This is an optimization exercise on Yosys and OpenROAD, whose aim is small area and a short achievable clock period, not a production implementation. Only the layout flow was run in this run; the RTL was not checked for function there. Power is estimated from default activity; no workload was simulated.

===== flow/flow/run.sh =====
#!/bin/bash
# Standard layout, with timing repair aiming MARGIN ns below the clock period.
set -euo pipefail
cd "$(dirname "$0")/.."
MARGIN=$(cat flow/margin.txt)
bash standard.sh SETUP_SLACK_MARGIN=$MARGIN finish > standard_flow.log 2>&1

===== flow/flow/margin.txt =====
7

===== flow/standard.sh =====
#!/bin/bash
# synth_recipe.tcl (not shown) runs the flow's synth.tcl, then flattens the netlist and writes it again
# the make line also repeats each setting of config.mk as NAME=value (left out here)
make -C /OpenROAD-flow-scripts/flow DESIGN_CONFIG=/design/flow/config.mk WORK_HOME=/design/flow/orfs CLKGATE_MAP_FILE= SYNTH_SCRIPT=/design/flow/synth_recipe.tcl "${@:-finish}"

===== flow/config.mk =====
export PLATFORM = sky130hd
export DESIGN_NAME = divTop
export DESIGN_NICKNAME = divTop
export VERILOG_FILES = /design/flow/design.v
export SDC_FILE = /design/flow/constraint.sdc
export NUM_CORES = 4
export LEC_CHECK = 0
export CAP_MARGIN = 20
export CORE_MARGIN = 2
export CORE_UTILIZATION = 40
export SLEW_MARGIN = 20

===== flow/constraint.sdc =====
create_clock -name core_clock -period 11.0 [get_ports {clk}]
set_input_delay 2.2000 -clock core_clock [delete_from_list [all_inputs] [get_ports {clk}]]
set_output_delay 2.2000 -clock core_clock [all_outputs]
set_load 0.01 [all_outputs]

===== flow/design.v =====
`timescale 1ns/1ps
module divTop (
    input  logic        clk,
    input  logic        arstN,
    input  logic        inValid,
    input  logic [15:0] dividend,
    input  logic [15:0] divisor,
    output logic        outValid,
    output logic [15:0] quotient,
    output logic [15:0] remainder,
    output logic        err
);
    logic [14:0] am_c, dm_c;
    logic        neg_c, err_c;
    assign am_c  = dividend[15] ? (~dividend[14:0] + 15'd1) : dividend[14:0];
    assign dm_c  = divisor[15] ? (~divisor[14:0] + 15'd1) : divisor[14:0];
    assign neg_c = dividend[15] ^ divisor[15];
    assign err_c = (dividend == 16'h8000) || (divisor[14:0] == 15'd0);
    logic [0:0] s0;
    assign s0 = am_c[14];
    logic [1:0] t0;
    assign t0 = {1'b0, s0} - {1'b0, dm_c[0:0]};
    logic qb0;
    assign qb0 = ~t0[1] & (dm_c[14:1] == 14'd0);
    logic [0:0] r0;
    assign r0 = qb0 ? t0[0:0] : s0;
    logic [0:0] qs0;
    assign qs0 = qb0;
    logic [13:0] ar_1;
    assign ar_1 = am_c[13:0];
    logic v_1;
    always_ff @(posedge clk or negedge arstN)
        if (!arstN) v_1 <= 1'b0;
        else        v_1 <= inValid;
    logic [14:0] d_1;
    logic [13:0] a_1;
    logic [0:0] q_1;
    logic [0:0] r_1;
    logic [0:0] neg_1;
    logic [0:0] err_1;
    always_ff @(posedge clk) begin
        d_1 <= dm_c;
        a_1 <= ar_1;
        q_1 <= qs0;
        r_1 <= r0;
        neg_1 <= neg_c;
        err_1 <= err_c;
    end
    logic [1:0] s1;
    assign s1 = {r_1, a_1[13]};
    logic [2:0] t1;
    assign t1 = {1'b0, s1} - {1'b0, d_1[1:0]};
    logic qb1;
    assign qb1 = ~t1[2] & (d_1[14:2] == 13'd0);
    logic [1:0] r1;
    assign r1 = qb1 ? t1[1:0] : s1;
    logic [1:0] qs1;
    assign qs1 = {q_1, qb1};
    logic [2:0] s2;
    assign s2 = {r1, a_1[12]};
    logic [3:0] t2;
    assign t2 = {1'b0, s2} - {1'b0, d_1[2:0]};
    logic qb2;
    assign qb2 = ~t2[3] & (d_1[14:3] == 12'd0);
    logic [2:0] r2;
    assign r2 = qb2 ? t2[2:0] : s2;
    logic [2:0] qs2;
    assign qs2 = {qs1, qb2};
    logic [3:0] s3;
    assign s3 = {r2, a_1[11]};
    logic [4:0] t3;
    assign t3 = {1'b0, s3} - {1'b0, d_1[3:0]};
    logic qb3;
    assign qb3 = ~t3[4] & (d_1[14:4] == 11'd0);
    logic [3:0] r3;
    assign r3 = qb3 ? t3[3:0] : s3;
    logic [3:0] qs3;
    assign qs3 = {qs2, qb3};
    logic [10:0] ar_2;
    assign ar_2 = a_1[10:0];
    logic v_2;
    always_ff @(posedge clk or negedge arstN)
        if (!arstN) v_2 <= 1'b0;
        else        v_2 <= v_1;
    logic [14:0] d_2;
    logic [10:0] a_2;
    logic [3:0] q_2;
    logic [3:0] r_2;
    logic [0:0] neg_2;
    logic [0:0] err_2;
    always_ff @(posedge clk) begin
        d_2 <= d_1;
        a_2 <= ar_2;
        q_2 <= qs3;
        r_2 <= r3;
        neg_2 <= neg_1;
        err_2 <= err_1;
    end
    logic [4:0] s4;
    assign s4 = {r_2, a_2[10]};
    logic [5:0] t4;
    assign t4 = {1'b0, s4} - {1'b0, d_2[4:0]};
    logic qb4;
    assign qb4 = ~t4[5] & (d_2[14:5] == 10'd0);
    logic [4:0] r4;
    assign r4 = qb4 ? t4[4:0] : s4;
    logic [4:0] qs4;
    assign qs4 = {q_2, qb4};
    logic [5:0] s5;
    assign s5 = {r4, a_2[9]};
    logic [6:0] t5;
    assign t5 = {1'b0, s5} - {1'b0, d_2[5:0]};
    logic qb5;
    assign qb5 = ~t5[6] & (d_2[14:6] == 9'd0);
    logic [5:0] r5;
    assign r5 = qb5 ? t5[5:0] : s5;
    logic [5:0] qs5;
    assign qs5 = {qs4, qb5};
    logic [6:0] s6;
    assign s6 = {r5, a_2[8]};
    logic [7:0] t6;
    assign t6 = {1'b0, s6} - {1'b0, d_2[6:0]};
    logic qb6;
    assign qb6 = ~t6[7] & (d_2[14:7] == 8'd0);
    logic [6:0] r6;
    assign r6 = qb6 ? t6[6:0] : s6;
    logic [6:0] qs6;
    assign qs6 = {qs5, qb6};
    logic [7:0] ar_3;
    assign ar_3 = a_2[7:0];
    logic v_3;
    always_ff @(posedge clk or negedge arstN)
        if (!arstN) v_3 <= 1'b0;
        else        v_3 <= v_2;
    logic [14:0] d_3;
    logic [7:0] a_3;
    logic [6:0] q_3;
    logic [6:0] r_3;
    logic [0:0] neg_3;
    logic [0:0] err_3;
    always_ff @(posedge clk) begin
        d_3 <= d_2;
        a_3 <= ar_3;
        q_3 <= qs6;
        r_3 <= r6;
        neg_3 <= neg_2;
        err_3 <= err_2;
    end
    logic [7:0] s7;
    assign s7 = {r_3, a_3[7]};
    logic [8:0] t7;
    assign t7 = {1'b0, s7} - {1'b0, d_3[7:0]};
    logic qb7;
    assign qb7 = ~t7[8] & (d_3[14:8] == 7'd0);
    logic [7:0] r7;
    assign r7 = qb7 ? t7[7:0] : s7;
    logic [7:0] qs7;
    assign qs7 = {q_3, qb7};
    logic [8:0] s8;
    assign s8 = {r7, a_3[6]};
    logic [9:0] t8;
    assign t8 = {1'b0, s8} - {1'b0, d_3[8:0]};
    logic qb8;
    assign qb8 = ~t8[9] & (d_3[14:9] == 6'd0);
    logic [8:0] r8;
    assign r8 = qb8 ? t8[8:0] : s8;
    logic [8:0] qs8;
    assign qs8 = {qs7, qb8};
    logic [5:0] ar_4;
    assign ar_4 = a_3[5:0];
    logic v_4;
    always_ff @(posedge clk or negedge arstN)
        if (!arstN) v_4 <= 1'b0;
        else        v_4 <= v_3;
    logic [14:0] d_4;
    logic [5:0] a_4;
    logic [8:0] q_4;
    logic [8:0] r_4;
    logic [0:0] neg_4;
    logic [0:0] err_4;
    always_ff @(posedge clk) begin
        d_4 <= d_3;
        a_4 <= ar_4;
        q_4 <= qs8;
        r_4 <= r8;
        neg_4 <= neg_3;
        err_4 <= err_3;
    end
    logic [9:0] s9;
    assign s9 = {r_4, a_4[5]};
    logic [10:0] t9;
    assign t9 = {1'b0, s9} - {1'b0, d_4[9:0]};
    logic qb9;
    assign qb9 = ~t9[10] & (d_4[14:10] == 5'd0);
    logic [9:0] r9;
    assign r9 = qb9 ? t9[9:0] : s9;
    logic [9:0] qs9;
    assign qs9 = {q_4, qb9};
    logic [10:0] s10;
    assign s10 = {r9, a_4[4]};
    logic [11:0] t10;
    assign t10 = {1'b0, s10} - {1'b0, d_4[10:0]};
    logic qb10;
    assign qb10 = ~t10[11] & (d_4[14:11] == 4'd0);
    logic [10:0] r10;
    assign r10 = qb10 ? t10[10:0] : s10;
    logic [10:0] qs10;
    assign qs10 = {qs9, qb10};
    logic [3:0] ar_5;
    assign ar_5 = a_4[3:0];
    logic v_5;
    always_ff @(posedge clk or negedge arstN)
        if (!arstN) v_5 <= 1'b0;
        else        v_5 <= v_4;
    logic [14:0] d_5;
    logic [3:0] a_5;
    logic [10:0] q_5;
    logic [10:0] r_5;
    logic [0:0] neg_5;
    logic [0:0] err_5;
    always_ff @(posedge clk) begin
        d_5 <= d_4;
        a_5 <= ar_5;
        q_5 <= qs10;
        r_5 <= r10;
        neg_5 <= neg_4;
        err_5 <= err_4;
    end
    logic [11:0] s11;
    assign s11 = {r_5, a_5[3]};
    logic [12:0] t11;
    assign t11 = {1'b0, s11} - {1'b0, d_5[11:0]};
    logic qb11;
    assign qb11 = ~t11[12] & (d_5[14:12] == 3'd0);
    logic [11:0] r11;
    assign r11 = qb11 ? t11[11:0] : s11;
    logic [11:0] qs11;
    assign qs11 = {q_5, qb11};
    logic [12:0] s12;
    assign s12 = {r11, a_5[2]};
    logic [13:0] t12;
    assign t12 = {1'b0, s12} - {1'b0, d_5[12:0]};
    logic qb12;
    assign qb12 = ~t12[13] & (d_5[14:13] == 2'd0);
    logic [12:0] r12;
    assign r12 = qb12 ? t12[12:0] : s12;
    logic [12:0] qs12;
    assign qs12 = {qs11, qb12};
    logic [1:0] ar_6;
    assign ar_6 = a_5[1:0];
    logic v_6;
    always_ff @(posedge clk or negedge arstN)
        if (!arstN) v_6 <= 1'b0;
        else        v_6 <= v_5;
    logic [14:0] d_6;
    logic [1:0] a_6;
    logic [12:0] q_6;
    logic [12:0] r_6;
    logic [0:0] neg_6;
    logic [0:0] err_6;
    always_ff @(posedge clk) begin
        d_6 <= d_5;
        a_6 <= ar_6;
        q_6 <= qs12;
        r_6 <= r12;
        neg_6 <= neg_5;
        err_6 <= err_5;
    end
    logic [13:0] s13;
    assign s13 = {r_6, a_6[1]};
    logic [14:0] t13;
    assign t13 = {1'b0, s13} - {1'b0, d_6[13:0]};
    logic qb13;
    assign qb13 = ~t13[14] & (d_6[14:14] == 1'd0);
    logic [13:0] r13;
    assign r13 = qb13 ? t13[13:0] : s13;
    logic [13:0] qs13;
    assign qs13 = {q_6, qb13};
    logic [14:0] s14;
    assign s14 = {r13, a_6[0]};
    logic [15:0] t14;
    assign t14 = {1'b0, s14} - {1'b0, d_6[14:0]};
    logic qb14;
    assign qb14 = ~t14[15];
    logic [14:0] r14;
    assign r14 = qb14 ? t14[14:0] : s14;
    logic [14:0] qs14;
    assign qs14 = {qs13, qb14};
    logic [15:0] qo_c;
    assign qo_c = neg_6 ? (16'd0 - {1'b0, qs14}) : {1'b0, qs14};
    logic v_7;
    always_ff @(posedge clk or negedge arstN)
        if (!arstN) v_7 <= 1'b0;
        else        v_7 <= v_6;
    logic [15:0] qo_7;
    logic [14:0] r_7;
    logic [0:0] err_7;
    always_ff @(posedge clk) begin
        qo_7 <= qo_c;
        r_7 <= r14;
        err_7 <= err_6;
    end
    assign outValid  = v_7;
    assign quotient  = qo_7;
    assign remainder = {1'b0, r_7};
    assign err       = err_7;
endmodule

==> flow_metrics.py <==
metrics = {
    "timing": {
        "drv_slew": 0,
        "period_needed_ps": 4880,
        "hold_ws_ps": 324,
        "worst_slew_pin_slew_ps": 1340,
        "timing.final.crit_share_pct": 44.4,
        "setup_tns_ps": 0,
        "fmax_mhz": 205,
        "rsz0062_at_grt": "yes",
        "timing.final.hold_violations": 0,
        "skew_ps": 15.1,
        "setup_violations": 0,
        "slew_headroom_pct": 10.2,
    },
    "grt": {
        "grt_overflow": 0,
        "grt_usage_pct": 18.0,
        "antenna_found_initial": 0,
        "grt_max_degree": 26,
        "grt_pass1_vias": 10603,
        "grt_first_pass_wirelength_mm": 50.6,
    },
    "cts": {
        "clock_latency_ps": 560,
        "cts.htree.levels": 1,
        "cts_sinks": 276,
        "cts_tree": "yes",
        "clk_path_buf_depth": 3,
        "clock-root-buffer": "clkbuf_16",
        "cts_buffers": 30,
        "path_clk_slew_ps": 60,
    },
    "layout": {
        "syn_to_final_growth_pct": 38.1,
        "drive_gt1_share_pct": 34.6,
        "fillers": 2822,
        "fin_util_pct": 56.2,
        "final_nets": 1716,
        "final_cell_mix": "dfxtp_1 (254), buf_4 (114), inv_1 (100)",
        "diodes": 0,
        "final_common_cell": "dfxtp_1",
    },
    "setup_path": {
        "crit_family": "compound AO/OA/AOI/OAI gates",
        "r2r_end": "r_3[1]$_DFF_P_",
        "path_class": "reg2reg",
        "worstRegToRegCells": 25,
        "worst-path-buf-inv": 4,
        "worstSetupStartpoint": "d_2[1]$_DFF_P_",
        "r2r-start": "d_2[1]$_DFF_P_",
        "ff2ff_setup_slack_ps": 6120,
        "max_stage_delay_ps": 370,
        "cp-end-kind": "flip-flop",
        "crit_fanout": 6,
        "cp.arrival_ps": 5330,
        "cp_data_required_time_ps": 11450,
        "cp-start-kind": "flip-flop",
        "cp_slowest_cell": "dfxtp_4",
        "critPathMostFrequentCell": "o21a_1",
        "endpoint": "r_3[1]$_DFF_P_",
        "cp.depth": 25,
    },
    "detailed_routing": {
        "vias_per_cell": 5.05,
        "drc_errors": 0,
        "drt.antenna.violating_nets": 0,
        "num_vias": 10137,
        "wl_per_cell_um": 15.6,
        "routed_wl_mm": 31.3,
        "first_pass_iters": 4,
        "drtIter0Drc": 271,
    },
    "place": {
        "place_hpwl_mm": 21.5,
        "gp_congestion": 0.855,
        "io_buffers": 67,
    },
    "synthesis": {
        "synthSimpleGateAreaFrac_pct": 10.2,
        "synthMuxAreaShare_pct": 8.44,
        "synth-edff-count": 0,
        "yosys_warnings": 1,
        "yosysUniqueCellTypes": 76,
        "synth_xor_area_share_pct": 7.60,
        "synth_top_family_by_area": "compound AO/OA/AOI/OAI gates",
        "synth_fa_ha_area_share_pct": 13.6,
        "synthFlopType": "dfxtp_1",
        "synth.cell_area_um2": 13200,
        "synth_compound_area_share_pct": 14.1,
        "synth_cells": 1308,
        "syn_nets": 1479,
        "ys_seq_elements": 276,
        "async_flop_share_pct": 2.54,
        "syn_avg_cell_area_um2": 10.1,
        "yosysSeqAreaShare_pct": 42.0,
    },
    "die": {
        "rows": 66,
        "coreArea_um2": 32500,
        "die_x_um": 186,
        "io_pins": 69,
        "die_area_um2": 34600,
        "start_util_pct": 40.7,
        "die_h_um": 186,
    },
    "job": {
        "cap_violations": 0,
    },
    "power_and_ir_drop": {
        "p_leak_nw": 7.72,
        "power_density_nw_per_um2": 240,
        "peakVddDrop_mv": 0.131,
        "total_power_w": 0.00439,
    },
    "worst_hold_path": {
        "hp-class": "reg2reg",
    },
    "run_status": {
        "outcome": "no timing/DRC/antenna violations",
    },
}
layer usage:
layer / global-route usage (%) / wire length [µm]
met1: 19.0 / 12600
met2: 35.7 / 16700
met3: 2.27 / 831
met4: 7.18 / 1110
met5: 0 / 0
how the worst min path moves through the flow:
stage | startpoint | to | slack, ps | depth (start not counted)
2_1_floorplan | a_5[1]$_DFF_P_ | a_6[1]$_DFF_P_ | 310 | 0
3_3_place_gp | neg_4$_DFF_P_ | neg_5$_DFF_P_ | 310 | 0
3_5_place_dp | a_5[1]$_DFF_P_ | a_6[1]$_DFF_P_ | 310 | 0
4_1_cts | a_5[1]$_DFF_P_ | a_6[1]$_DFF_P_ | 320 | 0
5_1_grt | a_5[1]$_DFF_P_ | a_6[1]$_DFF_P_ | 330 | 0
6_report | a_5[1]$_DFF_P_ | a_6[1]$_DFF_P_ | 320 | 0
logic make-up (layout without fill, tap and decap cells):
group / count (synthesis) / count (layout)
muxes: 101 / 101
DFF: 276 / 276
xor gates and xnor gates: 115 / 115
buffers and inverters: 139 / 397
other: 1 / 1
AOI/OAI and AO/OA: 276 / 277
adders and majority gates: 136 / 136
and+or+nand+nor: 264 / 264
worst register-to-register path: cells and delay by family, from the launching register on:
family	cells	cell delay, ps
buffers and inverters	4	360
adders and majority gates	3	820
AOI/OAI and AO/OA	13	2350
muxes	2	520
DFF	1	370
and+or+nand+nor	3	380
what timing repair did:
| item | in CTS | in global routing |
|---|---|---|
| gates cloned | 2 | 0 |
| hold buffers | 0 | 0 |
| pin swaps | 92 | 67 |
| gates resized for setup | 249 | 121 |
| setup buffers | 122 | 31 |
| endpoints found under the setup margin | 85 | 81 |
power by group:
part	internal, W	total, W	switching [W]	leakage [nW]
Sequential	0.00116	0.00123	0.0000719	2.33
Combinational	0.00116	0.00214	0.000983	4.89
Clock	0.000614	0.00102	0.000403	0.503
registers in the layout, indices dropped and copies added (netlist names), 7 cells and up:
register	count
r_3	7
qo_7	16
r_4	9
d_5	15
q_5	11
d_4	15
a_3	8
r_7	15
a_2	11
a_1	14
d_1	15
q_4	9
d_6	15
r_6	13
q_3	7
d_2	15
d_3	15
r_5	11
q_6	13
cell type report:
| type | instances | area (µm²) | area share, % |
|---|---|---|---|
| Clock buffer | 36 | 803 | 4.39 |
| Clock inverter | 18 | 218 | 1.19 |
| Inverter | 121 | 494 | 2.70 |
| Multi-Input combinational cell | 894 | 8670 | 47.4 |
| Sequential cell | 276 | 5590 | 30.5 |
| Tap cell | 442 | 553 | 3.02 |
| Timing Repair Buffer | 221 | 1960 | 10.7 |
| Timing Repair inverter | 1 | 11.3 | 0.0615 |
synth_stat cells (3+ instances only):
library cell / instances / area (µm²)
dfxtp_1: 269 / 5390
ha_1: 122 / 1530
inv_1: 119 / 447
mux2_2: 86 / 968
xnor2_1: 82 / 718
o21ai_0: 65 / 325
nand2_1: 63 / 236
nor2_1: 58 / 218
a21oi_1: 52 / 260
xor2_1: 33 / 289
nor3_1: 25 / 125
nor2b_1: 23 / 144
a21o_1: 19 / 143
o21a_1: 19 / 143
mux2i_1: 15 / 150
nand3_1: 15 / 75.1
fa_1: 14 / 280
a31oi_1: 13 / 81.3
a211oi_1: 12 / 90.1
and3_1: 12 / 75.1
clkbuf_1: 12 / 45.0
o31ai_1: 12 / 90.1
o21bai_1: 11 / 82.6
nand2b_1: 10 / 62.6
or3_1: 10 / 62.6
nor4_1: 9 / 56.3
o211ai_1: 8 / 60.1
and2_1: 7 / 43.8
dfrtp_1: 7 / 175
o41ai_1: 7 / 61.3
or2_2: 7 / 43.8
o31a_1: 6 / 52.6
or4_1: 6 / 45.0
a31o_2: 5 / 43.8
a41oi_1: 5 / 43.8
o2111a_1: 5 / 56.3
a21boi_0: 3 / 22.5
a41o_1: 3 / 30.0
and4_1: 3 / 26.3
buf_4: 3 / 22.5
nand3b_1: 3 / 22.5
nand4_1: 3 / 18.8
o211a_1: 3 / 30.0
metrics by stage:
stage	worst slack [ps]	area, µm²	std cells
2_1_floorplan	6200	13700	1308
3_3_place_gp	5360	14800	1800
3_5_place_dp	5300	14800	1800
4_1_cts	6070	17600	1978
5_1_grt	5850	18300	2009
6_report	6120	18300	2009

-- static timing again, ports no longer ideal --
Ports are ideal in the flow. The routed layout listed here was re-timed in OpenROAD. Step 1 sets driving cells, clkbuf_16 on the clock port and buf_2 on the other inputs (assumed; they add their load-dependent delay and slew). Step 2 moves the port delays by t, midway between the first and last clock arrival at a register: inputs arrive t later, outputs are due t later. That takes back most of the time a late clock gives input paths. Slacks: no drivers / after step 1 / after step 2; pairs: no drivers / after step 1.
t (ns): 0.599
setup slack, ns: 6.118 / 6.118 / 6.118
worst hold slack (ns): 0.324 / 0.324 / 0.324
worst register clock-pin slew, ns: 0.06 / 0.06
worst data-port slew with drivers (ns): 0.05
After both steps this run still meets setup and hold. The setup slack of this run moves by 0.000 ns with the drivers and by 0.000 ns with both steps.
